This is an optimization exercise on Yosys and OpenROAD, whose aim is small area, not a production implementation.
Only simulation tests tie the RTL to the original design; equivalence was not proved.
Power and IR drop assume default switching activity.

`flow/run.sh`:
```
#!/bin/bash
# synth_recipe.tcl (not shown) runs the flow's synth.tcl, then flattens the netlist and writes it again
# the make line also repeats each setting of config.mk as NAME=value (left out here)
make -C /OpenROAD-flow-scripts/flow DESIGN_CONFIG=/design/flow/config.mk WORK_HOME=/design/flow/orfs CLKGATE_MAP_FILE= SYNTH_SCRIPT=/design/flow/synth_recipe.tcl finish
```
`flow/config.mk`:
```
export PLATFORM = sky130hd
export DESIGN_NAME = arp_rx_cache
export DESIGN_NICKNAME = arp_rx_cache
export VERILOG_FILES = /design/flow/design.v
export SDC_FILE = /design/flow/constraint.sdc
export NUM_CORES = 4
export LEC_CHECK = 0
export CAP_MARGIN = 20
export CORE_MARGIN = 2
export CORE_UTILIZATION = 40
export SLEW_MARGIN = 20
```
`flow/constraint.sdc`:
```
create_clock -name core_clock -period 8.0 [get_ports {clk}]
set_input_delay 1.6000 -clock core_clock [delete_from_list [all_inputs] [get_ports {clk}]]
set_output_delay 1.6000 -clock core_clock [all_outputs]
set_load 0.01 [all_outputs]
```
`flow/design.v`:
```
package arp_rx_cache_pkg;
  localparam logic [1:0] ST_HDR    = 2'd0;
  localparam logic [1:0] ST_ARP    = 2'd1;
  localparam logic [1:0] ST_REPLAY = 2'd2;
  localparam logic [1:0] ST_PASS   = 2'd3;
endpackage
module arp_rx_cache_cache (
  input  logic        clk,
  input  logic        rst,
  input  logic        wr_en,        
  input  logic [31:0] wr_ip,        
  input  logic [47:0] wr_mac,
  input  logic        srch_clr,     
  input  logic        srch,         
  output logic        wr_hold,      
  input  logic        lookup_req,
  input  logic [31:0] lookup_ip,
  output logic        lookup_valid,
  output logic        lookup_hit,
  output logic [47:0] lookup_mac
);
  logic [31:0] rip  [8];
  logic [47:0] rmac [8];
  logic [7:0]  rv_r;
  logic [2:0]  ph_r, ptr_r, mslot_r, tgt_s, mpos_s;
  logic        match_r, pend_r, act_s, land_s, fwd_s, hit_s;
  logic [47:0] hmac_s;
  assign tgt_s   = match_r ? mslot_r : ptr_r;
  assign act_s   = wr_en || pend_r;
  assign land_s  = act_s && (ph_r == tgt_s);
  assign wr_hold = act_s && !land_s;
  assign mpos_s  = ph_r - 3'd1 - tgt_s;
  assign fwd_s   = pend_r && (wr_ip == lookup_ip);
  always_comb begin
    hit_s  = fwd_s;
    hmac_s = fwd_s ? wr_mac : 48'h0;
    for (int p = 0; p < 8; p++) begin
      if (rv_r[p] && (rip[p] == lookup_ip) && !(pend_r && (mpos_s == 3'(p)))) begin
        hit_s  = 1'b1;
        hmac_s = hmac_s | rmac[p];
      end
    end
  end
  always_ff @(posedge clk) begin
    rip[0]  <= land_s ? wr_ip  : rip[7];
    rmac[0] <= land_s ? wr_mac : rmac[7];
    for (int p = 1; p < 8; p++) begin
      rip[p]  <= rip[p-1];
      rmac[p] <= rmac[p-1];
    end
    lookup_hit <= hit_s;
    lookup_mac <= hmac_s;
    if (srch_clr) begin
      match_r <= 1'b0;
    end else if (srch && rv_r[7] && (rip[7] == wr_ip)) begin
      match_r <= 1'b1;
      mslot_r <= ph_r;
    end
  end
  always_ff @(posedge clk or posedge rst) begin
    if (rst) begin
      rv_r         <= 8'h0;
      ph_r         <= 3'd0;
      ptr_r        <= 3'd0;
      pend_r       <= 1'b0;
      lookup_valid <= 1'b0;
    end else begin
      rv_r         <= {rv_r[6:0], land_s || rv_r[7]};
      ph_r         <= ph_r + 3'd1;
      pend_r       <= wr_hold;
      lookup_valid <= lookup_req;
      if (land_s && !match_r) begin
        ptr_r <= ptr_r + 3'd1;
      end
    end
  end
endmodule
module arp_rx_cache
#(
  parameter logic [47:0] local_mac   = 48'h00_0a_35_01_02_03,
  parameter logic [31:0] local_ip    = 32'h10_00_00_80,
  parameter int          CACHE_DEPTH = 8
) (
  input  logic        clk,
  input  logic        rst,
  input  logic        rx_fifo_tvalid,
  output logic        rx_fifo_tready,
  input  logic [7:0]  rx_fifo_tdata,
  input  logic        rx_fifo_tlast,
  input  logic        rx_fifo_tuser,
  output logic        dv_out,
  output logic [47:0] remote_mac,
  output logic [31:0] remote_ip,
  output logic        udp_tvalid,
  input  logic        udp_tready,
  output logic [7:0]  udp_tdata,
  output logic        udp_tlast,
  output logic        udp_tuser,
  input  logic        lookup_req,
  input  logic [31:0] lookup_ip,
  output logic        lookup_valid,
  output logic        lookup_hit,
  output logic [47:0] lookup_mac
);
  logic [1:0]  st_r;
  logic [5:0]  cnt_r;
  logic [7:0]  sr [17];
  logic        ok_r, req_r, commit_r;
  logic        is_hdr, is_arp, is_rep, is_pass;
  logic        rx_acc_s, arp_type_s, byte_ok_s, accept_s, hold_s, sh_lo_s, sh_hi_s;
  logic [31:0] spa_s;
  logic [47:0] sha_s;
  assign is_hdr  = (st_r == arp_rx_cache_pkg::ST_HDR);
  assign is_arp  = (st_r == arp_rx_cache_pkg::ST_ARP);
  assign is_rep  = (st_r == arp_rx_cache_pkg::ST_REPLAY);
  assign is_pass = (st_r == arp_rx_cache_pkg::ST_PASS);
  assign rx_fifo_tready = !rst && (is_hdr || is_arp || (is_pass && udp_tready));
  assign rx_acc_s       = rx_fifo_tvalid && rx_fifo_tready;
  assign udp_tvalid     = is_rep || (is_pass && rx_fifo_tvalid);
  assign udp_tdata      = is_pass ? rx_fifo_tdata : sr[13];
  assign udp_tlast      = is_pass && rx_fifo_tlast;
  assign udp_tuser      = is_pass && rx_fifo_tlast && rx_fifo_tuser;
  assign arp_type_s = (sr[0] == 8'h08) && (rx_fifo_tdata == 8'h06);
  always_comb begin
    case (cnt_r)
      6'd14, 6'd17, 6'd20: byte_ok_s = (rx_fifo_tdata == 8'h00);
      6'd15: byte_ok_s = (rx_fifo_tdata == 8'h01);
      6'd16: byte_ok_s = (rx_fifo_tdata == 8'h08);
      6'd18: byte_ok_s = (rx_fifo_tdata == 8'h06);
      6'd19: byte_ok_s = (rx_fifo_tdata == 8'h04);
      6'd21: byte_ok_s = (rx_fifo_tdata == 8'h01) || (rx_fifo_tdata == 8'h02);
      6'd38: byte_ok_s = (rx_fifo_tdata == local_ip[31:24]);
      6'd39: byte_ok_s = (rx_fifo_tdata == local_ip[23:16]);
      6'd40: byte_ok_s = (rx_fifo_tdata == local_ip[15:8]);
      6'd41: byte_ok_s = (rx_fifo_tdata == local_ip[7:0]);
      default: byte_ok_s = 1'b1;
    endcase
  end
  assign accept_s = rx_acc_s && is_arp && rx_fifo_tlast && !rx_fifo_tuser &&
                    (cnt_r >= 6'd41) && ok_r && byte_ok_s;
  assign spa_s      = {sr[10], sr[9], sr[8], sr[7]};
  assign sha_s      = {sr[16], sr[15], sr[14], sr[13], sr[12], sr[11]};
  assign remote_ip  = spa_s;
  assign remote_mac = sha_s;
  assign sh_lo_s = is_rep ? udp_tready : rx_acc_s;
  assign sh_hi_s = is_rep ? udp_tready :
                   is_arp ? (rx_acc_s && (cnt_r >= 6'd22) && (cnt_r <= 6'd31)) :
                   (rx_acc_s && !hold_s);
  always_ff @(posedge clk) begin
    if (sh_lo_s) begin
      sr[0] <= rx_fifo_tdata;
      for (int i = 1; i < 7; i++) sr[i] <= sr[i-1];
    end
    if (sh_hi_s) begin
      sr[7] <= is_arp ? rx_fifo_tdata : sr[6];
      for (int i = 8; i < 17; i++) sr[i] <= sr[i-1];
    end
    if (is_arp && rx_acc_s) begin
      ok_r <= ((cnt_r == 6'd14) || ok_r) && byte_ok_s;
      if (cnt_r == 6'd21) req_r <= (rx_fifo_tdata == 8'h01);
    end
  end
  always_ff @(posedge clk or posedge rst) begin
    if (rst) begin
      st_r     <= arp_rx_cache_pkg::ST_HDR;
      cnt_r    <= 6'd0;
      commit_r <= 1'b0;
      dv_out   <= 1'b0;
    end else begin
      commit_r <= accept_s;
      dv_out   <= accept_s && req_r;
      case (st_r)
        arp_rx_cache_pkg::ST_HDR: begin
          if (rx_acc_s) begin
            if (rx_fifo_tlast) begin
              cnt_r <= 6'd0;
            end else if (cnt_r == 6'd13) begin
              cnt_r <= arp_type_s ? 6'd14 : 6'd0;
              st_r  <= arp_type_s ? arp_rx_cache_pkg::ST_ARP : arp_rx_cache_pkg::ST_REPLAY;
            end else begin
              cnt_r <= cnt_r + 6'd1;
            end
          end
        end
        arp_rx_cache_pkg::ST_REPLAY: begin
          if (udp_tready) begin
            if (cnt_r == 6'd13) begin
              cnt_r <= 6'd0;
              st_r  <= arp_rx_cache_pkg::ST_PASS;
            end else begin
              cnt_r <= cnt_r + 6'd1;
            end
          end
        end
        arp_rx_cache_pkg::ST_ARP: begin
          if (rx_acc_s) begin
            if (rx_fifo_tlast) begin
              cnt_r <= 6'd0;
              st_r  <= arp_rx_cache_pkg::ST_HDR;
            end else if (cnt_r <= 6'd41) begin
              cnt_r <= cnt_r + 6'd1;
            end
          end
        end
        default: begin
          if (rx_acc_s && rx_fifo_tlast) begin
            st_r <= arp_rx_cache_pkg::ST_HDR;
          end
        end
      endcase
    end
  end
  arp_rx_cache_cache u_cache (
    .clk          (clk),
    .rst          (rst),
    .wr_en        (commit_r && (spa_s != 32'h0)),
    .wr_ip        (spa_s),
    .wr_mac       (sha_s),
    .srch_clr     (is_arp && (cnt_r < 6'd32)),
    .srch         (is_arp),
    .wr_hold      (hold_s),
    .lookup_req   (lookup_req),
    .lookup_ip    (lookup_ip),
    .lookup_valid (lookup_valid),
    .lookup_hit   (lookup_hit),
    .lookup_mac   (lookup_mac)
  );
endmodule
```
==> summary.txt, run 1 <==
* Reg-to-Reg End: sr[10][5]$_DFFE_PP_
* Post-CTS Setup Repair Bufs at 0
* Drt first pass iters at 8
* Die X at 269 um
* Global-route wire length before repair at 127 mm
* Ys flop type: dfxtp_1
* Final Power at 10.3 mW
* Post-synth EDFFs at 141
* Routed WL at just under 90 mm
* Setup repair after global routing missed its margin: false
* TritonCTS sink count at 857
* Hold Violations, Final at 0
* Slowest cell delay on critical path at 820 ps
* Met3 wire len at about 5.6 mm
* Setup Skew at 42.5 ps
* Final period util at 60.4%
* GRT Residual Overflow at 0
* Register area share after synthesis at 66.5%
* I/O Pins at 190
* Post-layout min period at 4830 ps
* CP Cell Sequence: clkdlybuf4s50_1 > mux2_2 > clkdlybuf4s50_1
* Part of the power in registers at 49.5%
* P&R area growth vs syn at 20.7%
* LEAKAGE at roughly 12 nW
* Top routing layer used: met5
* FF-to-FF path depth at 7
* Setup Crit Path Kind: input port to output port
* Post-route ant nets at 0
* Crit start category: input port
* Cells after synthesis at roughly 2200
* Switching share of power at around 26%
* Detailed-route via count at 18500
* DRC errors left at 0
* H-Tree Depth at 3
* Crit-path most repeated cell: clkdlybuf4s50_1
* Async S/R FF share, synth at 3.03%
* Initial antenna violation count at 5
* Slowest CP cell: clkdlybuf4s50_1
* Final Setup Violations at 0
* Fraction of layout cells with a size suffix above 1 at ~12%
* Avg WL per Cell at approximately 26 um
* Switching power at 2.65 mW
* Synth top area share at 49.1%
* Peak VDD IR at 0.000175 V
* Max Cap Viol at 0
* R2R Setup Slk at 3960 ps
* Drt via density at 5.47
* Initial core utilization at 40.3%
* Setup TNS at 0 ps
* Reg-to-Reg Start: sr[7][7]$_DFFE_PP_
* Syn avg cell area at 12.9 um2
* Top cells by area, synth: dfxtp_1, edfxtp_1, xnor2_1
* Crit path buffers/inverters at 2
* Setup crit end kind: output port
* Vias in the first global route at 18800
* Hold-fix buffers, CTS at 0
* Commonest cells in the netlist: dfxtp_1, xnor2_1, nand3_1
* Total number of yosys warnings at 5
* Data required time at the worst endpoint at between 6000 and 7000 ps
* Core Util, Final at 48.6%
* Rows at 97
* Met2 routed WL at between 40 and 50 mm
* Relative slew margins at between 20 and 30%
* Area leader, netlist: dfxtp_1
* Root Driver: clkbuf_16
* Min-delay worst type: flip-flop to flip-flop
* Arr. time, crit path at 3230 ps
* Top Family by Delay on Critical Path: buffers and inverters
* Die Area at between 70000 and 80000 um2
* Least-Margin Pin Slew at 1070 ps
* Ant diodes at 0
* Register bit total from synthesis at between 800 and 900
* Reg clk slew, reported paths at 60 ps
* Min-Delay Endpoint: u_cache.rmac[6][9]$_DFF_P_
* Max Freq at 0.207 GHz
* Clock Path Buffers at 3
* IO Port Bufs at 189
* Core Area at 69800 um2
* Post_cts resized at 0
* GR Util All Layers at between 20% and 30%
* Final number of max-transition violations at 0
* Cells after DPL at between 3000 and 4000
* Count leader, synth: dfxtp_1
* CTS tree: built
* Wl on met1 at 38.4 mm
* GP Congestion at slightly above 0.9
* WHS Path Cells at 0
* Power Density at between 300 and 400 nW/um2
* Hold path startpoint: u_cache.rmac[5][9]$_DFF_P_
* Hpwl dp at 57.7 mm
* Largest net degree at the start of global routing at 57
* Initial drt markers at 1826
* Total CTS buffers at 86
* Non-Filler Instances at 3377
* Worst Path Max Fanout at 9
* # nets final at 2425
* Cell variety after synth at 63
* Comb pwr share at 10.6%
* # fillers at 6073
* Die Span Y at 269 um
* Internal cell power at about 7.6 mW
* Outcome: finished clean
* Clock Latency Late Sink at 650 ps
* Mapped Area at 28100 um2
* Clk network pwr share at 39.9%
[registers in the layout, summed over array words and instances, names as in the netlist, 2 cells and up]
| register | flops |
|---|---|
| cnt_r | 6 |
| sr | 136 |
| st_r | 2 |
| u_cache.lookup_mac | 48 |
| u_cache.mslot_r | 3 |
| u_cache.ph_r | 3 |
| u_cache.ptr_r | 3 |
| u_cache.rip | 256 |
| u_cache.rmac | 384 |
| u_cache.rv_r | 8 |
[final cells by class]
| cell class | count | area (um2) | area share [%] |
|---|---|---|---|
| flip-flops and latches | 857 | 18700 | 55.1 |
| repair buffers | 226 | 2170 | 6.39 |
| multi-input cells | 1179 | 8940 | 26.4 |
| inverters | 13 | 48.8 | 0.144 |
| clock inverters | 30 | 389 | 1.15 |
| well taps | 940 | 1180 | 3.46 |
| clock buffers | 132 | 2520 | 7.42 |
[worst reg2reg max path: stages (launching register included)]
cell	delay [ps]
edfxtp_1	600
nor4_1	370
nand4_1	220
o21ai_0	580
a21oi_1	250
o32ai_1	310
a22o_4	510
buf_4	740
[cells in the final DEF, fill, tap and decap left out, types with 4 or more instances in the layout]
cell type,instances
nand3_1,168
a222oi_1,48
inv_1,13
nor2_2,5
mux2i_1,4
clkdlybuf4s50_1,189
o32ai_1,28
nand2_1,68
clkbuf_8,13
nor2_1,66
a21oi_1,13
a22oi_1,49
nand2b_1,6
edfxtp_1,141
nor4_1,52
nor3_2,7
bufinv_16,7
o22ai_1,32
o21ai_0,8
clkinv_2,12
nand4_1,72
o32a_1,20
clkbuf_16,89
xnor2_1,174
nor2b_1,7
xor2_1,152
mux2_2,98
ha_1,14
buf_4,37
a41oi_1,21
clkbuf_1,30
nor3_1,5
dfxtp_1,690
dfrtp_1,26
and3_1,10
[layer usage]
metal / up-vias / track usage, %
met2: 767 / 37.1
met1: 9320 / 32.4
met3: 124 / 3.88
li1: 8262 / -
met5: - / 0
met4: 2 / 7.10
[through the flow]
step           cell area (um2)  hold WS [ps]  setup WS, ps
2_1_floorplan            28100           330          3530
3_3_place_gp             31000           332          2680
3_5_place_dp             31000           335          2630
4_1_cts                  33900           327          3170
5_1_grt                  33900           326          3090
6_report                 33900           318          3170
[worst max-delay path by stage]
stage	start	endpoint	slack, ps	cells past startpoint
6_report	rx_fifo_tdata[2]	udp_tdata[2]	3170	3
5_1_grt	lookup_ip[11]	u_cache.lookup_mac[15]$_DFF_P_	3090	9
4_1_cts	rx_fifo_tdata[2]	udp_tdata[2]	3170	3
3_3_place_gp	lookup_ip[11]	u_cache.lookup_mac[25]$_DFF_P_	2680	9
2_1_floorplan	udp_tready	sr[10][0]$_DFFE_PP_	3530	4
3_5_place_dp	lookup_ip[11]	u_cache.lookup_mac[41]$_DFF_P_	2630	9
[power groups by stage]
stage | logic (mW) | registers, mW | clock network, mW
3_5_place_dp | 1.09 | 5.18 | 0
3_3_place_gp | 1.09 | 5.17 | 0
4_1_cts | 1.10 | 5.09 | 4.17
2_1_floorplan | 0.493 | 5.06 | 0
5_1_grt | 1.16 | 5.11 | 4.35
6_report | 1.09 | 5.09 | 4.10
[cell families (layout without fill, tap and decap cells)]
logic type / after synthesis / in the layout / synth area share [%]
flip-flops: 857 / 857 / 66.5
AO/OA/AOI/OAI: 248 / 248 / 7.24
XOR/XNOR: 328 / 328 / 10.3
multiplexers: 103 / 103 / 4.15
AND/OR/NAND/NOR: 485 / 485 / 8.85
adder cells (fa/ha/maj): 15 / 15 / 0.694
buffers and inverters: 144 / 401 / 2.26
==> run 2: changes to the inputs <==
--- a/flow/design.v
+++ b/flow/design.v
@@ -25,8 +25,8 @@
   logic [2:0]  ph_r, ptr_r, mslot_r, tgt_s, mpos_s;
-  logic        match_r, pend_r, act_s, land_s, fwd_s, hit_s;
+  logic        match_r, pend_r, land_s, fwd_s, fwd_r;
+  logic [7:0]  hit_s, hv_r;
   logic [47:0] hmac_s;
   assign tgt_s   = match_r ? mslot_r : ptr_r;
-  assign act_s   = wr_en || pend_r;
-  assign land_s  = act_s && (ph_r == tgt_s);
-  assign wr_hold = act_s && !land_s;
+  assign land_s  = pend_r && (ph_r == tgt_s);
+  assign wr_hold = wr_en || (pend_r && !land_s);
   assign mpos_s  = ph_r - 3'd1 - tgt_s;
@@ -34,7 +34,10 @@
   always_comb begin
-    hit_s  = fwd_s;
-    hmac_s = fwd_s ? wr_mac : 48'h0;
     for (int p = 0; p < 8; p++) begin
-      if (rv_r[p] && (rip[p] == lookup_ip) && !(pend_r && (mpos_s == 3'(p)))) begin
-        hit_s  = 1'b1;
+      hit_s[p] = rv_r[p] && (rip[p] == lookup_ip) && !(pend_r && (mpos_s == 3'(p)));
+    end
+  end
+  always_comb begin
+    hmac_s = fwd_r ? wr_mac : 48'h0;
+    for (int p = 0; p < 8; p++) begin
+      if (hv_r[p]) begin
         hmac_s = hmac_s | rmac[p];
@@ -43,2 +46,4 @@
   end
+  assign lookup_hit = (|hv_r) || fwd_r;
+  assign lookup_mac = hmac_s;
   always_ff @(posedge clk) begin
@@ -50,4 +55,4 @@
     end
-    lookup_hit <= hit_s;
-    lookup_mac <= hmac_s;
+    hv_r  <= {hit_s[6:0], hit_s[7] || (fwd_s && land_s)};
+    fwd_r <= fwd_s && !land_s;
     if (srch_clr) begin
@@ -106,3 +111,3 @@
   logic [5:0]  cnt_r;
-  logic [7:0]  sr [17];
+  logic [7:0]  sr [18];
   logic        ok_r, req_r, commit_r;
@@ -140,4 +145,4 @@
                     (cnt_r >= 6'd41) && ok_r && byte_ok_s;
-  assign spa_s      = {sr[10], sr[9], sr[8], sr[7]};
-  assign sha_s      = {sr[16], sr[15], sr[14], sr[13], sr[12], sr[11]};
+  assign spa_s      = {sr[11], sr[10], sr[9], sr[8]};
+  assign sha_s      = {sr[17], sr[16], sr[15], sr[14], sr[13], sr[12]};
   assign remote_ip  = spa_s;
@@ -151,7 +156,7 @@
       sr[0] <= rx_fifo_tdata;
-      for (int i = 1; i < 7; i++) sr[i] <= sr[i-1];
+      for (int i = 1; i < 8; i++) sr[i] <= sr[i-1];
     end
     if (sh_hi_s) begin
-      sr[7] <= is_arp ? rx_fifo_tdata : sr[6];
-      for (int i = 8; i < 17; i++) sr[i] <= sr[i-1];
+      sr[8] <= is_arp ? rx_fifo_tdata : sr[7];
+      for (int i = 9; i < 18; i++) sr[i] <= sr[i-1];
     end
--- a/flow/config.mk
+++ b/flow/config.mk
@@ -9,3 +9,5 @@
 export CORE_MARGIN = 2
-export CORE_UTILIZATION = 40
+export CORE_UTILIZATION = 60
+export CTS_BUF_LIST = sky130_fd_sc_hd__clkbuf_4 sky130_fd_sc_hd__clkbuf_8
+export CTS_CLUSTER_SIZE = 20
 export SLEW_MARGIN = 20
==> run 2 against run 1 <==
Net effect:
- still clean
- final area down 6.2%
- die area fell by 36%
- combinational power shrank 6%
- count of clock-buffer cells in the layout rose by 42
- clock power down 9.5%
- synthesized cell count down 13%
- wire length shrank 18%
- final cell count shrank 16%
- sequential power shrank 3%
- highest routed layer unchanged
==> summary.txt, run 2 <==
* Outcome: finished clean
* Largest regs: u_cache.rmac: 384 flops, u_cache.rip: 256 flops, sr: 144 flops
* Most frequent cells in the layout: dfxtp_1, clkdlybuf4s50_1, xnor2_1
* Least-Margin Pin Slew at approximately 950 ps
* Top reg by flops: u_cache.rmac
* Syn avg cell area at ~14 um2
* Relative slew margins at 36.9%
* Register area share after synthesis at 67.6%
* Post-CTS Setup Repair Bufs at 0
* Post-route ant nets at 0
* GRT Residual Overflow at 0
* Cell variety after synth at slightly above 70
* Worst Path Max Fanout at 11
* I/O Pins at 190
* Die X at 215 um
* Reg clk slew, reported paths at 60 ps
* TritonCTS sink count at between 800 and 900
* H-Tree Depth at 3
* Post-synth EDFFs at 149
* P&R area growth vs syn at 18.7%
* Setup repair after global routing missed its margin: false
* Hold-fix buffers, CTS at 0
* Vias in the first global route at between 15000 and 20000
* Max Cap Viol at 0
* DRC errors left at 0
* Crit start category: input port
* # fillers at 2970
* Core Area at 44200 um2
* Setup TNS at 0 ps
* Drt via density at 5.85
* Async S/R FF share, synth at 3.15%
* Final Setup Violations at 0
* GR Util All Layers at a little under a third
* Register bit total from synthesis at just over 800
* Root Driver: clkbuf_8
* Rows at 77
* # nets final at 2194
* Setup crit end kind: output port
* Power Density at between 300 and 400 nW/um2
* Global-route wire length before repair at 106 mm
* Mapped Area at 26800 um2
* Area leader, netlist: dfxtp_1
* Min-delay worst type: flip-flop to flip-flop
* Clock Latency Late Sink at 740 ps
* Synth top area share at 48.5%
* Initial antenna violation count at 3
* Initial core utilization at 60.7%
* Drt first pass iters at 5
* Largest net degree at the start of global routing at 65
* Max FFs per register at about 380
* Cells after synthesis at around 1900
* Most common cell after layout, fill and taps aside: dfxtp_1
* Hpwl dp at 46.3 mm
* Die Area at 46400 um2
* Die Span Y at 215 um
* Peak VDD IR at 0.000245 V
* Fraction of layout cells with a size suffix above 1 at 15.2%
* Final period util at 57.7%
* Post-layout min period at between 4000 and 5000 ps
* Total number of yosys warnings at 5
* Final number of max-transition violations at 0
* Total CTS buffers at ~120
* Hold Slack at 339 ps
* GP Congestion at 0.900
* Data required time at the worst endpoint at approximately 6400 ps
* Arr. time, crit path at 3020 ps
* LEAKAGE at 12.0 nW
* Setup Skew at 59.2 ps
* Routed WL at 71.3 mm
* Top cells by area, synth: dfxtp_1, edfxtp_1, xnor2_1
* Clock Path Buffers at 3
* CTS tree: built
* Post_cts resized at 0
* Detailed-route via count at between 15000 and 20000
* Commonest cells in the netlist: dfxtp_1, xnor2_1, xor2_1
* Max Freq at 0.217 GHz
* Hold Violations, Final at 0
* Setup Crit Path Kind: input port to output port
* Initial drt markers at 1680
* Avg WL per Cell at 25.3 um
* Count leader, synth: dfxtp_1
* IO Port Bufs at 189
* Ys flop type: dfxtp_1
-- run 2: cell types whose count changed after synthesis, sizes merged, moves of 46 or more --
cell / delta
nand3: -101
nand2: -55
nor2: -53
a221oi: +49
a22o: +46
buf: -46
-- run 2: cells by family after synthesis --
family | synth area share [%]
xor+xnor | 10.7
buf+inv | 2.09
flops | 67.6
simple gates | 5.69
fa+ha+maj | 0.728
mux | 5.23
compound gates | 7.98
-- run 2: final timing paths --
path                                                    from                   endpoint  slack (ps)  cells past startpoint
worst max-delay path                           rx_fifo_tlast                  udp_tuser        3380                      3
worst min-delay path               u_cache.rip[2][2]$_DFF_P_  u_cache.rip[3][2]$_DFF_P_         340                      0
worst max register to register  u_cache.match_r$_SDFFE_PP0P_        sr[17][4]$_DFFE_PP_        4230                      7
worst min register to register     u_cache.rip[2][2]$_DFF_P_  u_cache.rip[3][2]$_DFF_P_         340                      0
max in group asynchronous                                rst         commit_r$_DFF_PP0_        6260                      3
min in group asynchronous                                rst           dv_out$_DFF_PP0_        1150                      2
-- run 2: area by class of cell --
type	count	area, um2	area share, %
inverter	20	75.1	0.236
tap	592	741	2.33
clock buffer	174	2250	7.07
multi-input combinational	964	8140	25.6
sequential	825	18100	57.0
antenna	2	5.00	0.0157
timing repair buffer	203	2000	6.27
clock inverter	45	483	1.52
-- run 2: report_power, final --
part | leakage, nW | switching, mW | total (mW) | internal [mW]
clock | 1.44 | 1.60 | 3.71 | 2.11
sequential | 6.97 | 0.340 | 4.94 | 4.60
combinational | 3.62 | 0.556 | 1.03 | 0.470
-- run 2: per-layer routing --
layer / track usage (%) / part of all wire [%]
met2: 47.0 / 46
met5: 0 / 0.014
met1: 42.8 / 44
met4: 10.7 / 2.8
met3: 7.43 / 7.6
-- run 2: critical path: stages --
cell,delay (ps)
clkdlybuf4s50_1,660
and3_1,210
clkdlybuf4s50_1,540
-- run 2: per-stage QoR --
stage	std cells	util [%]	power, mW	area, um2	worst slack (ps)
CTS	2823	72.0	9.72	31800	3380
detailed placement	2604	65.8	6.04	29100	3380
global route	2825	72.0	10.0	31800	3320
global placement	2604	65.8	6.04	29100	3400
finish	2825	72.0	9.67	31800	3380
floorplan	1905	-	5.43	26800	1800
==> run 3: changes to the inputs <==
--- a/flow/config.mk
+++ b/flow/config.mk
@@ -9,5 +9,3 @@
 export CORE_MARGIN = 2
-export CORE_UTILIZATION = 60
-export CTS_BUF_LIST = sky130_fd_sc_hd__clkbuf_4 sky130_fd_sc_hd__clkbuf_8
-export CTS_CLUSTER_SIZE = 20
+export CORE_UTILIZATION = 40
 export SLEW_MARGIN = 20
==> run 3 against run 2 <==
Net effect:
- still clean on timing, DRC and antenna
- utilization decreased by 23 points
- combinational power about the same
- setup slack got worse by 100 ps
- wire length increased by 5.7%
- critical path type unchanged
- largest cell class unchanged
==> summary.txt, run 3 <==
* Final number of max-transition violations at 0
* Post-layout instance area at 32300 um2
* Clock Latency Late Sink at 640 ps
* Crit start category: input port
* Final period util at 59.0%
* Final Setup Violations at 0
* Initial core utilization at 40.6%
* Core Area at 66100 um2
* Largest regs: u_cache.rmac: 384 flops, u_cache.rip: 256 flops, sr: 144 flops
* IO Port Bufs at 189
* GR Util All Layers at 21.4%
* Post-CTS Setup Repair Bufs at 0
* Total CTS buffers at between 80 and 90
* Hpwl dp at between 40 and 50 mm
* Top reg by flops: u_cache.rmac
* Routed WL at about 75 mm
* Global-route wire length before repair at 111 mm
* Synth top area share at between 40% and 50%
* Slowest cell delay on critical path at 740 ps
* Setup repair after global routing missed its margin: false
* Commonest cells in the netlist: dfxtp_1, xnor2_1, xor2_1
* R2R Setup Slk at between 4000 and 5000 ps
* LEAKAGE at 12.0 nW
* CP Cell Sequence: clkdlybuf4s50_1 > mux2_2 > clkdlybuf4s50_1
* Rows at 94
* Register bit total from synthesis at 825
* WHS Path Cells at 0
* Clock Path Buffers at 3
* Die X at between 200 and 300 um
* Hold path startpoint: u_cache.rmac[2][16]$_DFF_P_
* Dpl cell area at around 29000 um2
* Post-layout min period at 4720 ps
* Power Density at 309 nW/um2
* Largest net degree at the start of global routing at 65
* Initial antenna violation count at 2
* Die Span Y at 263 um
* Drt first pass iters at 6
* Die Area at 69200 um2
* Cell variety after synth at 72
* Most frequent cells in the layout: dfxtp_1, clkdlybuf4s50_1, xnor2_1
* GP Congestion at a little over 0.9
* Data required time at the worst endpoint at 6400 ps
* # nets final at 2158
* DRC errors left at 0
* Post_cts resized at 0
* Reg-to-Reg End: sr[9][1]$_DFFE_PP_
* Final Power at 9.99 mW
* Relative slew margins at 30.1%
* I/O Pins at between 150 and 200
* Mapped Area at 26800 um2
* Setup crit end kind: output port
* Least-Margin Pin Slew at 1050 ps
* TritonCTS sink count at 825
* Count leader, synth: dfxtp_1
* Max FFs per register at 384
* Vias in the first global route at 16500
* Total number of yosys warnings at 5
* Reg clk slew, reported paths at 60 ps
* Slowest CP cell: clkdlybuf4s50_1
* Async S/R FF share, synth at 3.15%
* H-Tree Depth at 3
* Max Cap Viol at 0
* Initial drt markers at around 1500
* Peak VDD IR at 0.000157 V
* Crit-path most repeated cell: clkdlybuf4s50_1
* Drt via density at 5.41
* Worst Path Max Fanout at 6
* Setup TNS at 0 ps
* Most common cell after layout, fill and taps aside: dfxtp_1
* Top cells by area, synth: dfxtp_1, edfxtp_1, xnor2_1
* Root Driver: clkbuf_16
* Hold Slack at 337 ps
* Outcome: finished clean
* Hold-fix buffers, CTS at 0
* FF-to-FF path depth at 7
* Register area share after synthesis at 67.6%
* CTS tree: built
* Min-Delay Endpoint: u_cache.rmac[3][16]$_DFF_P_
* Cells after synthesis at between 1500 and 2000
* Max Freq at around 0.21 GHz
* Avg WL per Cell at 24.9 um
* Min-delay worst type: flip-flop to flip-flop
* Area leader, netlist: dfxtp_1
* Reg-to-Reg Start: sr[11][5]$_DFFE_PP_
* Post-route ant nets at 0
* Post-synth EDFFs at 149
* P&R area growth vs syn at 20.5%
* Ys flop type: dfxtp_1
* GRT Residual Overflow at 0
* Arr. time, crit path at 3120 ps
* Hold Violations, Final at 0
* Setup Skew at approximately 36 ps
* Setup Crit Path Kind: input port to output port
* Syn avg cell area at about 14 um2
* Detailed-route via count at 16400
* Fraction of layout cells with a size suffix above 1 at 11.6%
## run 3: cell types whose count changed in the layout (fill, tap and decap cells not counted), moves of 4 or more
cell / delta
clkbuf_1: +19
clkbuf_16: +87
clkbuf_4: -23
clkbuf_8: -134
clkinv_1: +4
clkinv_2: -16
## run 3: where the power goes
group	total [mW]	switching, mW	leakage, nW	internal, mW
logic	1.03	0.561	3.62	0.473
registers	4.95	0.352	6.97	4.60
clock network	4.00	1.64	1.40	2.36
total	9.99	2.55	12.0	7.44
## run 3: through the flow
step                      setup WS, ps  cells  utilization [%]
after floorplan                   1800   1905                -
after global placement            3270   2876             44.6
after detailed placement          3280   2876             44.6
after CTS                         3270   3030             48.9
after global routing              3240   3030             48.9
final                             3280   3031             48.9
## run 3: cells by family after synthesis
logic type,synth area share [%]
AND/OR/NAND/NOR,5.69
multiplexers,5.23
adder cells (fa/ha/maj),0.728
buffers and inverters,2.09
AO/OA/AOI/OAI,7.98
flip-flops,67.6
XOR/XNOR,10.7
## run 3: metal layers
metal | global-route usage, % | routed length (um) | up-vias | part of all wire, %
li1 | - | - | 7346 | -
met1 | 29.6 | 34100 | 8298 | 45
met2 | 33.0 | 34000 | 607 | 45
met3 | 4.43 | 4860 | 139 | 6.4
met4 | 7.91 | 2480 | 4 | 3.3
met5 | 0 | 23 | - | 0.030
## run 3: worst max path at each step
stage,startpoint,endpoint,slack [ps]
2_1_floorplan,rst,sr[10][0]$_DFFE_PP_,1800
3_3_place_gp,rx_fifo_tdata[1],udp_tdata[1],3270
3_5_place_dp,rx_fifo_tdata[1],udp_tdata[1],3280
4_1_cts,rx_fifo_tdata[1],udp_tdata[1],3270
5_1_grt,rx_fifo_tdata[7],udp_tdata[7],3240
6_report,rx_fifo_tdata[1],udp_tdata[1],3280
## run 3: final cells by class
cell class	count	area, um2
multi-input cells	964	8140
inverters	20	75.1
clock buffers	123	2480
diodes	1	2.50
well taps	864	1080
repair buffers	203	2000
fillers	5708	33800
flip-flops and latches	825	18200
clock inverters	31	382
## run 3: worst max-delay path: cells and delay by family
family / cells / cell delay [ps]
buffers and inverters: 2 / 1280
multiplexers: 1 / 240
==> run 4: changes to the inputs <==
--- a/flow/config.mk
+++ b/flow/config.mk
@@ -10,2 +10,5 @@
 export CORE_UTILIZATION = 40
+export CTS_BUF_LIST = sky130_fd_sc_hd__clkbuf_8
+export CTS_CLUSTER_DIAMETER = 60
+export CTS_CLUSTER_SIZE = 16
 export SLEW_MARGIN = 20
==> run 4 against run 3 <==
Net effect:
- fmax about the same
- synthesized cell count unchanged
- global-route usage down 0.39 points
- largest cell class unchanged
==> summary.txt, run 4 <==
* Initial core utilization at 40.6%
* Worst Path Max Fanout at 6
* Final Setup Violations at 0
* GP Congestion at 0.914
* R2R Setup Slk at 4420 ps
* Setup Skew at 41.0 ps
* # nets final at 2135
* IO Port Bufs at 189
* Area leader, netlist: dfxtp_1
* Global-route wire length before repair at around 110 mm
* Post_cts resized at 0
* Root Driver: clkbuf_8
* Setup repair after global routing missed its margin: false
* Crit path buffers/inverters at 2
* Register bit total from synthesis at 825
* Outcome: finished clean
* Top reg by flops: u_cache.rmac
* Synth top area share at approximately half
* Top cells by area, synth: dfxtp_1, edfxtp_1, xnor2_1
* Final number of max-transition violations at 0
* Reg-to-Reg Start: u_cache.match_r$_SDFFE_PP0P_
* Register area share after synthesis at 67.6%
* Initial antenna violation count at 2
* Commonest cells in the netlist: dfxtp_1, xnor2_1, xor2_1
* Top Family by Delay on Critical Path: buffers and inverters
* Async S/R FF share, synth at 3.15%
* Slowest cell delay on critical path at 740 ps
* Fraction of layout cells with a size suffix above 1 at 9.13%
* Dpl cell area at 29400 um2
* Drt via density at 5.42
* Drt first pass iters at 7
* FF-to-FF path depth at 8
* Setup TNS at 0 ps
* Max Cap Viol at 0
* Clock Latency Late Sink at 720 ps
* Crit-path most repeated cell: clkdlybuf4s50_1
* Min-delay worst type: flip-flop to flip-flop
* GRT Residual Overflow at 0
* Max FFs per register at 384
* H-Tree Depth at 2
* Final period util at 59.0%
* Least-Margin Pin Slew at 1040 ps
* Peak VDD IR at 0.000171 V
* Die X at 263 um
* I/O Pins at 190
* Die Span Y at ~260 um
* CTS tree: built
* LEAKAGE at 11.2 nW
* Power Density at 264 nW/um2
* Max Freq at 0.212 GHz
* Cell variety after synth at 72
* P&R area growth vs syn at 13.7%
* Initial drt markers at 1486
* Detailed-route via count at 16100
* TritonCTS sink count at 825
* Most common cell after layout, fill and taps aside: dfxtp_1
* Total CTS buffers at 59
* Most frequent cells in the layout: dfxtp_1, clkdlybuf4s50_1, xnor2_1
* DRC errors left at 0
* Crit start category: input port
* Largest regs: u_cache.rmac: 384 flops, u_cache.rip: 256 flops, sr: 144 flops
* CP Cell Sequence: clkdlybuf4s50_1 > mux2_2 > clkdlybuf4s50_1
* Arr. time, crit path at around 3100 ps
* Mapped Area at 26800 um2
* Routed WL at 74.6 mm
* Post-layout min period at 4720 ps
* Reg clk slew, reported paths at 100 ps
* Reg-to-Reg End: sr[9][3]$_DFFE_PP_
* Ys flop type: dfxtp_1
* Vias in the first global route at 16200
* Clock Path Buffers at 3
* Post-route ant nets at 0
* Core Area at 66100 um2
* Die Area at 69200 um2
* Data required time at the worst endpoint at 6400 ps
* Slowest CP cell: clkdlybuf4s50_1
* Setup Crit Path Kind: input port to output port
* Count leader, synth: dfxtp_1
* Post-CTS Setup Repair Bufs at 0
* GR Util All Layers at between 20% and 30%
* Cells after synthesis at 1905
* CP Depth at 3
* Post-layout instance area at 30500 um2
* Rows at 94
* Crit path launch: rx_fifo_tdata[1]
* Largest net degree at the start of global routing at 65
* Hold path startpoint: u_cache.rmac[1][6]$_DFF_P_
* Total number of yosys warnings at 5
* Avg WL per Cell at 25.1 um
* Setup crit end kind: output port
* Worst Setup EP: udp_tdata[1]
* Relative slew margins at 30.7%
* Hpwl dp at 50.0 mm
* Hold Violations, Final at 0
* Hold-fix buffers, CTS at 0
* Post-synth EDFFs at 149
* Syn avg cell area at around 14 um2
-- run 4: report_power, final --
part           leakage [nW]  internal (mW)  switching (mW)  total, mW
combinational          3.62          0.473           0.562       1.03
clock                 0.657          0.759            1.32       2.08
sequential             6.97           4.59           0.350       4.94
-- run 4: per-layer routing --
metal	share of wire (%)	track usage (%)
met5	0.015	0
met4	3.2	7.43
met3	6.1	3.63
met2	45	32.6
met1	46	29.5
-- run 4: worst register-to-register path, cell delays in order (launching register included) --
cell and delay (ps):
dfxtp_1 520, mux2i_1 140, ha_1 480, nand2_1 200
o21ai_0 290, a31oi_1 260, o21ai_4 180, buf_4 370
buf_4 700
-- run 4: stage by stage --
stage	utilization (%)	total power, mW	hold slack [ps]	setup WS (ps)	cells
after CTS	46.2	8.12	331	3270	2977
final	46.2	8.06	335	3280	2979
after detailed placement	44.6	6.08	337	3280	2876
after floorplan	-	5.43	330	1800	1905
after global routing	46.2	8.37	335	3240	2978
after global placement	44.6	6.07	332	3270	2876
-- run 4: cell type report --
| type | count | area, um2 |
|---|---|---|
| Fill cell | 5868 | 35600 |
| Sequential cell | 825 | 18200 |
| Multi-Input combinational cell | 964 | 8140 |
| Timing Repair Buffer | 203 | 2000 |
| Tap cell | 864 | 1080 |
| Clock buffer | 62 | 853 |
| Clock inverter | 39 | 208 |
| Inverter | 20 | 75.1 |
| Antenna cell | 2 | 5.00 |
-- run 4: worst min-delay path by stage --
stage / to / cells after the start
global placement: u_cache.rmac[6][0]$_DFF_P_ / 0
detailed placement: u_cache.rmac[7][34]$_DFF_P_ / 0
floorplan: u_cache.rmac[6][46]$_DFF_P_ / 0
finish: u_cache.rmac[2][6]$_DFF_P_ / 0
global route: u_cache.rmac[7][3]$_DFF_P_ / 0
CTS: u_cache.rmac[7][3]$_DFF_P_ / 0
-- run 4: cells by family (layout without fill, tap and decap cells) --
group,Yosys count,after routing,synth area share [%]
flip-flops,825,825,67.6
XOR/XNOR,324,324,10.7
AND/OR/NAND/NOR,266,266,5.69
AO/OA/AOI/OAI,255,255,7.98
buffers and inverters,116,324,2.09
multiplexers,104,104,5.23
adder cells (fa/ha/maj),15,15,0.728
other,0,2,0
==> run 5: changes to the inputs <==
==> flow/flow/run.sh (new file) <==
#!/bin/bash
# Own layout flow: the standard layout (standard.sh, unchanged synthesis)
# with the smallest buffer on the ports, a clock tree of clkbuf_8 without
# dummy loads, and power recovery (downsizing of gates off the critical paths).
# make's full output goes to flow_make.log; each tool's log is under orfs/logs.
set -euo pipefail
cd "$(dirname "$0")/.."
bash standard.sh \
  "BUFFER_PORTS_ARGS=-buffer_cell sky130_fd_sc_hd__buf_1" \
  "CTS_ARGS=-sink_clustering_enable -repair_clock_nets -dont_use_dummy_load -buf_list sky130_fd_sc_hd__clkbuf_8 -sink_clustering_size 16 -sink_clustering_max_diameter 60" \
  RECOVER_POWER=100 \
  finish > flow_make.log 2>&1
==> flow/standard.sh (new file) <==
#!/bin/bash
# synth_recipe.tcl (not shown) runs the flow's synth.tcl, then flattens the netlist and writes it again
# the make line also repeats each setting of config.mk as NAME=value (left out here)
make -C /OpenROAD-flow-scripts/flow DESIGN_CONFIG=/design/flow/config.mk WORK_HOME=/design/flow/orfs CLKGATE_MAP_FILE= SYNTH_SCRIPT=/design/flow/synth_recipe.tcl "${@:-finish}"
--- a/flow/config.mk
+++ b/flow/config.mk
@@ -10,5 +10,2 @@
 export CORE_UTILIZATION = 40
-export CTS_BUF_LIST = sky130_fd_sc_hd__clkbuf_8
-export CTS_CLUSTER_DIAMETER = 60
-export CTS_CLUSTER_SIZE = 16
 export SLEW_MARGIN = 20
removed: flow/run.sh
==> run 5 against run 4 <==
Net effect:
- global-route usage is 0.084 points higher
- now fails the layout checks on max-capacitance violations, max-slew violations
- non-clock buffer count is 2 higher
- first-iteration DRC count is 0.27% higher
- clock skew is 63 ps higher
- hold slack worse by 94 ps
- power is 3.1% lower
- fmax is 15% lower
- clock power is 3% lower
- final cell count is 1.1% lower
- setup slack worse by 860 ps
- critical endpoint is now u_cache.rip[0][25]$_DFF_P_
- critical path depth is 4 higher
- synthesized area stayed put
==> summary.txt, run 5 <==
* Outcome: finished with violations
* Violated Checks: max-capacitance violations, max-slew violations
* Die Span Y at 263 um
* Peak VDD IR at 0.000170 V
* Setup Skew at slightly above 100 ps
* Initial core utilization at 40.6%
* Clock Path Buffers at 3
* GRT Max-Usage Layer: met2
* Largest regs: u_cache.rmac: 384 flops, u_cache.rip: 256 flops, sr: 144 flops
* Final Setup Violations at 0
* Synth top area share at 48.5%
* Final number of max-transition violations at 214
* Detailed-route via count at 16100
* Reg clk slew, reported paths at 100 ps
* GR Util met3 at just over 4%
* Power Density at 270 nW/um2
* GP Congestion at around 0.9
* IO Port Bufs at 189
* R2R Setup Slk at 2420 ps
* Least-Margin Pin Slew at 3310 ps
* Final period util at 69.8%
* Met1 Usage GRT at 29.7%
* Min-Delay Endpoint: u_cache.rmac[6][45]$_DFF_P_
* FF-to-FF path depth at 7
* Core Util, Final at 43.8%
* Cell variety after synth at 72
* Top reg by flops: u_cache.rmac
* Setup Crit Path Kind: flip-flop to flip-flop
* Drt via density at 5.47
* DRC errors left at 0
* Total number of yosys warnings at 5
* Setup TNS at 0 ps
* Root Driver: clkbuf_8
* I/O Pins at 190
* Crit start category: flip-flop
* Vias in the first global route at between 15000 and 20000
* GRT Residual Overflow at 0
* Async S/R FF share, synth at ~3.2%
* Post-synth EDFFs at 149
* Register area share after synthesis at 67.6%
* Rows at 94
* Data required time at the worst endpoint at approximately 8500 ps
* Cells after synthesis at 1905
* Top cells by area, synth: dfxtp_1, edfxtp_1, xnor2_1
* Initial antenna violation count at 5
* Die X at between 200 and 300 um
* Clock Latency Late Sink at 680 ps
* Setup repair after global routing missed its margin: false
* Hpwl dp at 50.7 mm
* Post-route ant nets at 0
* # fillers at 6082
* CTS tree: built
* # nets final at between 2000 and 2500
* Worst Path Max Fanout at between 40 and 50
* WHS Path Cells at 0
* P&R area growth vs syn at 7.84%
* Fraction of layout cells with a size suffix above 1 at 5.67%
* TritonCTS sink count at just over 800
* Die Area at 69200 um2
* Drt first pass iters at 9
* Setup crit end kind: flip-flop
* Relative slew margins at -120%
* Area occupied by multi-input gates at around 7900 um2
* Crit path launch: u_cache.match_r$_SDFFE_PP0P_
* Initial drt markers at 1490
* Min-delay worst type: flip-flop to flip-flop
* LEAKAGE at 10.6 nW
* Arr. time, crit path at 6080 ps
* Register bit total from synthesis at 825
* Max FFs per register at 384
* Max Freq at 0.179 GHz
* Routed WL at 74.9 mm
* Hold path startpoint: u_cache.rmac[5][45]$_DFF_P_
* Avg WL per Cell at roughly 25 um
* Global-route wire length before repair at 109 mm
* Max Cap Viol at 5
* Post-layout instance area at 28900 um2
* Reg-to-Reg Start: u_cache.match_r$_SDFFE_PP0P_
* Post_cts resized at 0
* Post-layout min period at 5580 ps
* Largest net degree at the start of global routing at 65
* Met2 GRT Util at 33.2%
* Ys flop type: dfxtp_1
* Hold-fix buffers, CTS at 0
* Register Area at 18100 um2
* Syn avg cell area at between 10 and 15 um2
* Most common cell after layout, fill and taps aside: dfxtp_1
* Hold Violations, Final at 0
* Mapped Area at 26800 um2
* Most frequent cells in the layout: dfxtp_1, buf_1, xnor2_1
* Commonest cells in the netlist: dfxtp_1, xnor2_1, xor2_1
* Post-CTS Setup Repair Bufs at 0
* Area leader, netlist: dfxtp_1
* H-Tree Depth at 3
* Core Area at 66100 um2
* GR Util All Layers at 21.1%
* Count leader, synth: dfxtp_1
* Total CTS buffers at between 60 and 70
* Reg-to-Reg End: u_cache.rip[0][25]$_DFF_P_
* Dpl cell area at 28300 um2
-- run 5: cell families after synthesis --
group           Yosys count  share of synthesized area, %
compound gates          255                          7.98
xor+xnor                324                          10.7
fa+ha+maj                15                         0.728
buf+inv                 116                          2.09
flops                   825                          67.6
mux                     104                          5.23
simple gates            266                          5.69
-- run 5: worst max-delay path: stages, from the launching register on --
cell,delay (ps)
dfxtp_1,500
mux2i_1,130
ha_1,470
nand2_1,190
nor3_4,130
clkbuf_1,2110
clkbuf_2,1430
mux2_1,390
-- run 5: worst max path at each step --
| stage | endpoint | slack [ps] | cells after the start |
|---|---|---|---|
| detailed placement | udp_tdata[7] | 3970 | 3 |
| floorplan | sr[10][0]$_DFFE_PP_ | 1800 | 3 |
| global placement | udp_tdata[0] | 3970 | 3 |
| CTS | lookup_mac[2] | 3920 | 5 |
| finish | u_cache.rip[0][25]$_DFF_P_ | 2420 | 7 |
| global route | u_cache.rip[0][28]$_DFF_P_ | 2200 | 7 |
-- run 5: layer usage --
metal	part of all wire (%)	up-vias
met5	0.011	-
met4	2.2	2
met3	6.2	96
met2	46	557
met1	46	8209
li1	-	7243
-- run 5: layout make-up --
type | count | area share, %
Antenna cell | 2 | 0.0173
Clock buffer | 66 | 3.14
Inverter | 20 | 0.259
Multi-Input combinational cell | 964 | 27.3
Sequential cell | 825 | 62.7
Tap cell | 864 | 3.74
Timing Repair Buffer | 205 | 2.81
-- run 5: power breakdown --
part	switching, mW	internal, mW
clock	1.27	0.742
combinational	0.561	0.281
sequential	0.349	4.61
total	2.18	5.63
-- run 5: metrics by stage --
step                hold slack (ps)  worst slack [ps]  std cells  total power, mW
floorplan                       330              1800       1905             5.43
global placement                333              3970       2878             5.89
detailed placement              335              3970       2878             5.90
CTS                             239              3920       2944             7.88
global route                    234              2200       2945             8.11
finish                          241              2420       2946             7.81
==> run 6: changes to the inputs <==
--- a/flow/flow/run.sh
+++ b/flow/flow/run.sh
@@ -3,3 +3,3 @@
 # with the smallest buffer on the ports, a clock tree of clkbuf_8 without
-# dummy loads, and power recovery (downsizing of gates off the critical paths).
+# dummy loads.
 # make's full output goes to flow_make.log; each tool's log is under orfs/logs.
@@ -10,3 +10,2 @@
   "CTS_ARGS=-sink_clustering_enable -repair_clock_nets -dont_use_dummy_load -buf_list sky130_fd_sc_hd__clkbuf_8 -sink_clustering_size 16 -sink_clustering_max_diameter 60" \
-  RECOVER_POWER=100 \
   finish > flow_make.log 2>&1
==> run 6 against run 5 <==
Net effect:
- the run now finishes clean
- count of clock-buffer cells in the layout is the same
- fmax grew 38%
- combinational power grew 2%
- largest power group unchanged
- largest cell class unchanged
- hold slack gained 3.7 ps
==> summary.txt, run 6 <==
* Outcome: finished clean
* Initial drt markers at 1520
* Hold-fix buffers, CTS at 0
* IO Port Bufs at 189
* Avg WL per Cell at between 20 and 30 um
* Core Area at ~66000 um2
* Cells after synthesis at 1905
* Most frequent cells in the layout: dfxtp_1, buf_1, xnor2_1
* Top reg by flops: u_cache.rmac
* LEAKAGE at 10.6 nW
* Total number of yosys warnings at 5
* Count leader, synth: dfxtp_1
* Post-layout min period at 4050 ps
* Arr. time, crit path at 2450 ps
* Final Setup Violations at 0
* Clock Latency Late Sink at 680 ps
* Top cells by area, synth: dfxtp_1, edfxtp_1, xnor2_1
* # nets final at 2144
* P&R area growth vs syn at 8.81%
* Cell variety after synth at 72
* CTS tree: built
* Slowest cell delay on critical path at 590 ps
* Core Util, Final at 44.2%
* GP Congestion at 0.912
* Root Driver: clkbuf_8
* GRT Residual Overflow at 0
* Reg-to-Reg Start: u_cache.match_r$_SDFFE_PP0P_
* Routed WL at 74.8 mm
* Post-synth EDFFs at between 100 and 150
* Die Span Y at 263 um
* Drt first pass iters at 6
* Min-Delay Endpoint: u_cache.rmac[6][45]$_DFF_P_
* DRC errors left at 0
* Die Area at 69200 um2
* Final period util at 50.7%
* Largest regs: u_cache.rmac: 384 flops, u_cache.rip: 256 flops, sr: 144 flops
* Die X at 263 um
* Register area share after synthesis at 67.6%
* Top Family by Delay on Critical Path: buffers and inverters
* Hpwl dp at just over 50 mm
* Final number of max-transition violations at 0
* Ys flop type: dfxtp_1
* Reg clk slew, reported paths at ~120 ps
* Data required time at the worst endpoint at 6400 ps
* Power Density at 268 nW/um2
* TritonCTS sink count at 825
* Synth top area share at 48.5%
* H-Tree Depth at 3
* WHS Path Cells at 0
* Total CTS buffers at 66
* Max Freq at 0.247 GHz
* Reg-to-Reg End: u_cache.rip[0][25]$_DFF_P_
* Crit start category: flip-flop
* Peak VDD IR at between 0.00015 and 0.0002 V
* Hold Violations, Final at 0
* Fraction of layout cells with a size suffix above 1 at 9.13%
* Setup repair after global routing missed its margin: false
* CP Cell Sequence: buf_4 > a22o_1 > a221oi_1 > nand3_1 > buf_1
* Initial core utilization at between 40% and 50%
* Commonest cells in the netlist: dfxtp_1, xnor2_1, xor2_1
* Setup Skew at 103 ps
* Setup TNS at 0 ps
* Min-delay worst type: flip-flop to flip-flop
* FF-to-FF path depth at 7
* Crit path buffers/inverters at 2
* Detailed-route via count at 16100
* GR Util All Layers at 21.1%
* I/O Pins at between 150 and 200
* Hold path startpoint: u_cache.rmac[5][45]$_DFF_P_
* Drt via density at 5.47
* R2R Setup Slk at 4400 ps
* Least-Margin Pin Slew at 1020 ps
* Vias in the first global route at 16000
* Max Cap Viol at 0
* Initial antenna violation count at 5
* Post_cts resized at 0
* Post-route ant nets at 0
* Mapped Area at 26800 um2
* Worst Path Max Fanout at 49
* Relative slew margins at 31.9%
* Largest net degree at the start of global routing at 65
* Syn avg cell area at 14.1 um2
* Register bit total from synthesis at between 800 and 900
* Post-CTS Setup Repair Bufs at 0
* Area leader, netlist: dfxtp_1
* Async S/R FF share, synth at 3.15%
* Most common cell after layout, fill and taps aside: dfxtp_1
* Global-route wire length before repair at about 110 mm
* Rows at between 90 and 100
* CP Depth at 5
* Slowest CP cell: buf_4
* Max FFs per register at 384
* Clock Path Buffers at 3
* Setup Crit Path Kind: flip-flop to output port
* Setup crit end kind: output port
[run 6: cell counts after synthesis]
Identical to the previous run, type by type.
[run 6: cell type report]
cell class | count | area (um2)
fillers | 6024 | 36900
flip-flops and latches | 825 | 18100
inverters | 20 | 75.1
well taps | 864 | 1080
repair buffers | 205 | 830
diodes | 2 | 5.00
clock buffers | 66 | 908
multi-input cells | 964 | 8140
[run 6: how the worst max path moves through the flow]
stage	start	slack [ps]	endpoint
after floorplan	rst	1800	sr[10][0]$_DFFE_PP_
after global placement	rx_fifo_tdata[0]	3970	udp_tdata[0]
after detailed placement	rx_fifo_tdata[7]	3970	udp_tdata[7]
after CTS	u_cache.hv_r[7]$_DFF_P_	3920	lookup_mac[2]
after global routing	u_cache.hv_r[7]$_DFF_P_	3860	lookup_mac[2]
final	u_cache.hv_r[7]$_DFF_P_	3950	lookup_mac[2]
[run 6: routing by layer]
| metal | track usage [%] | wire length [um] | vias up |
|---|---|---|---|
| met2 | 33.2 | 34400 | 591 |
| met5 | 0 | 8 | - |
| met1 | 29.7 | 34100 | 8185 |
| met3 | 4.04 | 4600 | 105 |
| li1 | - | - | 7236 |
| met4 | 5.73 | 1690 | 2 |
[run 6: report_power, final]
part / internal [mW] / leakage (nW) / switching (mW) / total [mW]
clock: 0.742 / 0.475 / 1.27 / 2.01
sequential: 4.59 / 6.97 / 0.353 / 4.95
combinational: 0.292 / 3.14 / 0.563 / 0.855
total: 5.63 / 10.6 / 2.19 / 7.82
[run 6: cell families (layout without fill, tap and decap cells)]
group	Yosys count	in the layout	share of synthesized area [%]
adder cells (fa/ha/maj)	15	15	0.728
AND/OR/NAND/NOR	266	266	5.69
other	0	2	0
multiplexers	104	104	5.23
AO/OA/AOI/OAI	255	255	7.98
XOR/XNOR	324	324	10.7
buffers and inverters	116	291	2.09
flip-flops	825	825	67.6
[run 6: metrics by stage]
| step | cells | cell area, um2 | setup slack [ps] | power, mW | hold WS, ps |
|---|---|---|---|---|---|
| after global placement | 2878 | 28300 | 3970 | 5.89 | 333 |
| after global routing | 2945 | 29200 | 3860 | 8.12 | 234 |
| after floorplan | 1905 | 26800 | 1800 | 5.43 | 330 |
| after CTS | 2944 | 29200 | 3920 | 7.88 | 239 |
| after detailed placement | 2878 | 28300 | 3970 | 5.90 | 335 |
| final | 2946 | 29200 | 3950 | 7.82 | 245 |
[run 6: worst register-to-register path: stages, from the launching register on]
cell	delay, ps
dfxtp_1	510
mux2i_1	130
ha_1	470
nand2_1	200
nor3_4	130
buf_4	640
buf_4	920
mux2_1	460
==> run 7: changes to the inputs <==
--- a/flow/flow/run.sh
+++ b/flow/flow/run.sh
@@ -3,3 +3,4 @@
 # with the smallest buffer on the ports, a clock tree of clkbuf_8 without
-# dummy loads.
+# dummy loads, and synthesis's cells set to drive strength 1 after floorplan
+# (flow/downsize.tcl); later repairs size up where needed.
 # make's full output goes to flow_make.log; each tool's log is under orfs/logs.
@@ -10,2 +11,4 @@
   "CTS_ARGS=-sink_clustering_enable -repair_clock_nets -dont_use_dummy_load -buf_list sky130_fd_sc_hd__clkbuf_8 -sink_clustering_size 16 -sink_clustering_max_diameter 60" \
+  REMOVE_ABC_BUFFERS=1 \
+  "POST_FLOORPLAN_TCL=$PWD/flow/downsize.tcl" \
   finish > flow_make.log 2>&1
==> flow/flow/downsize.tcl (new file) <==
# Hook run after floorplan (POST_FLOORPLAN_TCL): give every cell the drive
# strength _1 of its own cell family when that is smaller. Placement's
# repair_design and the later timing repairs size up again where slew,
# capacitance or timing need it. Registers keep their cell type.
set db [ord::get_db]
set block [ord::get_db_block]
set n 0
foreach inst [$block getInsts] {
  set master [$inst getMaster]
  set name [$master getName]
  if {![regexp {^(sky130_fd_sc_hd__[a-z0-9]+)_([0-9]+)$} $name -> base drive]} { continue }
  if {$drive <= 1} { continue }
  set small [$db findMaster ${base}_1]
  if {$small eq "NULL" || $small eq ""} { continue }
  set skip 0
  foreach pat $::env(DONT_USE_CELLS) {
    if {[string match $pat ${base}_1]} { set skip 1 }
  }
  if {$skip} { continue }
  if {[expr {[$small getWidth] * [$small getHeight]}] >= [expr {[$master getWidth] * [$master getHeight]}]} { continue }
  if {[$inst swapMaster $small]} { incr n }
}
puts "downsize.tcl: $n cells set to drive strength 1"
==> run 7 against run 6 <==
Net effect:
- final area shrank 1.3%
- final cell count is 0.20% lower
- clock skew is 14 ps lower
- clock power shrank 5%
- utilization fell by 0.55 points
- critical path depth unchanged
- die area did not move
- synthesized cell count unchanged
- non-clock buffer count down 1
- power down 1.6%
- largest power group unchanged
==> summary.txt, run 7 <==
* Internal cell power at 5.56 mW
* Total CTS buffers at approximately 60
* Initial antenna violation count at 1
* Setup WS pre-CTS at 3930 ps
* Cells after synthesis at 1905
* H-Tree Depth at 2
* GP Congestion at 0.916
* Drt first pass iters at 6
* Rows at 94
* Top reg by flops: u_cache.rmac
* Met1 Usage GRT at between 20% and 30%
* Post-CTS Setup Repair Bufs at 0
* GRT Residual Overflow at 0
* Post-layout min period at around 4100 ps
* Top cells by area, synth: dfxtp_1, edfxtp_1, xnor2_1
* Avg WL per Cell at 25.0 um
* Core Area at 66100 um2
* Clock Path Buffers at 3
* Setup Crit Path Kind: flip-flop to output port
* Hold Violations, Final at 0
* Register Area at 18200 um2
* Data required time at the worst endpoint at 6400 ps
* Setup repair after global routing missed its margin: false
* Most frequent cells in the layout: dfxtp_1, buf_1, xnor2_1
* Ys flop type: dfxtp_1
* Synth top area share at 48.5%
* Part of the power in registers at between 60 and 70%
* Crit path launch: u_cache.hv_r[1]$_DFF_P_
* Final period util at slightly above 50%
* Post-route ant nets at 0
* Switching share of power at ~28%
* Die Span Y at 263 um
* Fraction of layout cells with a size suffix above 1 at under 10%
* Initial drt markers at about 1700
* GR Util met3 at 3.43%
* CTS tree: built
* Largest regs: u_cache.rmac: 384 flops, u_cache.rip: 256 flops, sr: 144 flops
* Largest net degree at the start of global routing at 66
* Total number of yosys warnings at 5
* Die Area at around 69000 um2
* Area occupied by multi-input gates at 7850 um2
* GRT Max-Usage Layer: met2
* Final Setup Violations at 0
* Async S/R FF share, synth at 3.15%
* Reg-to-Reg Start: u_cache.match_r$_SDFFE_PP0P_
* Register bit total from synthesis at approximately 830
* Drt via density at between 5 and 6
* IO Port Bufs at approximately 190
* Arr. time, crit path at 2470 ps
* Global-route wire length before repair at 108 mm
* TritonCTS sink count at slightly above 800
* Root Driver: clkbuf_8
* Min-delay worst type: flip-flop to flip-flop
* DRC errors left at 0
* Die X at 263 um
* Detailed-route via count at 16100
* P&R area growth vs syn at 7.45%
* Least-Margin Pin Slew at 1010 ps
* Register area share after synthesis at about two thirds
* Area leader, netlist: dfxtp_1
* Setup WS post-layout at 3930 ps
* Power Density at 267 nW/um2
* Crit start category: flip-flop
* Commonest cells in the netlist: dfxtp_1, xnor2_1, xor2_1
* Post-synth EDFFs at 149
* Relative slew margins at about a third
* I/O Pins at 190
* # fillers at just over 6000
* Clk network pwr share at 24.9%
* Peak VDD IR at ~0.00015 V
* Max Cap Viol at 0
* GR Util All Layers at 20.6%
* Met2 GRT Util at 32.5%
* Core Util, Final at 43.6%
* Vias in the first global route at 16300
* Hpwl dp at slightly below 50 mm
* Setup crit end kind: output port
* Syn avg cell area at 14.1 um2
* Hold path startpoint: u_cache.rmac[0][10]$_DFF_P_
* Post_cts resized at 0
* Max Freq at about 0.25 GHz
* Reg clk slew, reported paths at 100 ps
* Hold-fix buffers, CTS at 0
* Count leader, synth: dfxtp_1
* Routed WL at roughly 73 mm
* Initial core utilization at 40.6%
* LEAKAGE at 10.6 nW
* Cell variety after synth at 72
* Max FFs per register at 384
* Mapped Area at 26800 um2
* Outcome: finished clean
* Final number of max-transition violations at 0
* Switching power at 2.13 mW
* Clock Latency Late Sink at around 730 ps
* Comb pwr share at 11.4%
* Worst Path Max Fanout at 49
* Most common cell after layout, fill and taps aside: dfxtp_1
* # nets final at 2138
* Setup Skew at slightly below 90 ps
==> run 7: power by group through the flow <==
stage	Clock [mW]	Sequential [mW]	Combinational (mW)
after floorplan	0	4.95	0.463
after global placement	0	4.99	0.869
after detailed placement	0	5.00	0.869
after CTS	1.97	4.91	0.876
after global routing	2.11	4.94	0.947
final	1.91	4.90	0.873
==> run 7: critical path: stages, from the launching register on <==
cell,delay (ps)
dfxtp_2,340
buf_4,590
a22o_1,270
a221oi_1,50
nand3_1,130
buf_1,290
==> run 7: cells by family (layout without fill, tap and decap cells) <==
kind of cell    Yosys count  after routing  synth area share, %
flops                   825            825                 67.6
fa+ha+maj                15             15                0.728
mux                     104            104                 5.23
simple gates            266            266                 5.69
xor+xnor                324            324                 10.7
buf+inv                 116            285                 2.09
compound gates          255            255                 7.98
other cells               0              2                    0
==> run 7: metrics by stage <==
| stage | hold slack [ps] | std cells | total power [mW] | cell area [um2] | TNS, ps |
|---|---|---|---|---|---|
| floorplan | 330 | 1809 | 5.41 | 26300 | -28380 |
| global placement | 331 | 2877 | 5.86 | 28000 | 0 |
| detailed placement | 337 | 2877 | 5.87 | 28000 | 0 |
| CTS | 294 | 2938 | 7.76 | 28800 | 0 |
| global route | 302 | 2940 | 8.00 | 28800 | 0 |
| finish | 309 | 2940 | 7.69 | 28800 | 0 |
==> run 7: per-layer routing <==
layer  routed length (um)  share of wire (%)
met5                    0                  0
met4                 1790                2.4
met3                 4500                6.1
met2                33500                 46
met1                33600                 46
==> run 7: cell type report <==
class | instances | area share, %
flip-flops and latches | 825 | 63.0
multi-input cells | 964 | 27.2
well taps | 864 | 3.75
clock buffers | 61 | 2.91
repair buffers | 204 | 2.85
inverters | 20 | 0.260
diodes | 2 | 0.0174
==> run 7: path summary, 6_finish.rpt <==
path                                             endpoint  slack (ps)  depth (start not counted)
max                                        lookup_mac[12]        3930                          5
min                           u_cache.rmac[1][10]$_DFF_P_         310                          0
max reg2reg                           sr[14][3]$_DFFE_PP_        4420                          7
min reg2reg                   u_cache.rmac[1][10]$_DFF_P_         310                          0
max in group asynchronous             st_r[0]$_DFFE_PP0P_        6590                          3
min in group asynchronous  u_cache.lookup_valid$_DFF_PP0_         790                          2

-- separate check: timing with driven ports --
Ports are ideal in the flow. The routed layouts listed here were re-timed in OpenROAD.
Step 1, drivers: a clkbuf_16 drives clk and a buf_2 each remaining input, both assumed.
Step 2, shift: input delay + t, output delay - t, t = (earliest + latest rising clock arrival at the registers) / 2. This alone moves slack from input paths to output paths.
Slacks: ideal / step 1 / step 2; pairs: ideal / step 1.
| run | t (ns) | setup slack, ns | latest minus earliest clock arrival (ns) | pins driven straight from the clock port |
|---|---|---|---|---|
| run 1 | 0.692 | 3.167 / 3.145 / 2.562 | 0.047 / 0.047 | 1 |
| run 2 | 0.766 | 3.384 / 3.353 / 3.353 | 0.064 / 0.064 | 1 |
| run 3 | 0.676 | 3.279 / 3.256 / 3.256 | 0.037 / 0.037 | 1 |
| run 4 | 0.756 | 3.276 / 3.251 / 3.251 | 0.044 / 0.045 | 1 |
| run 5 | 0.689 | 2.418 / 2.418 / 2.418 | 0.107 / 0.107 | 1 |
| run 6 | 0.690 | 3.947 / 3.891 / 3.933 | 0.111 / 0.111 | 1 |
| run 7 | 0.733 | 3.927 / 3.864 / 3.927 | 0.120 / 0.120 | 1 |
For run 1, which loses most, drivers alone change the setup slack by -0.022 ns; drivers and shift together by -0.605 ns.
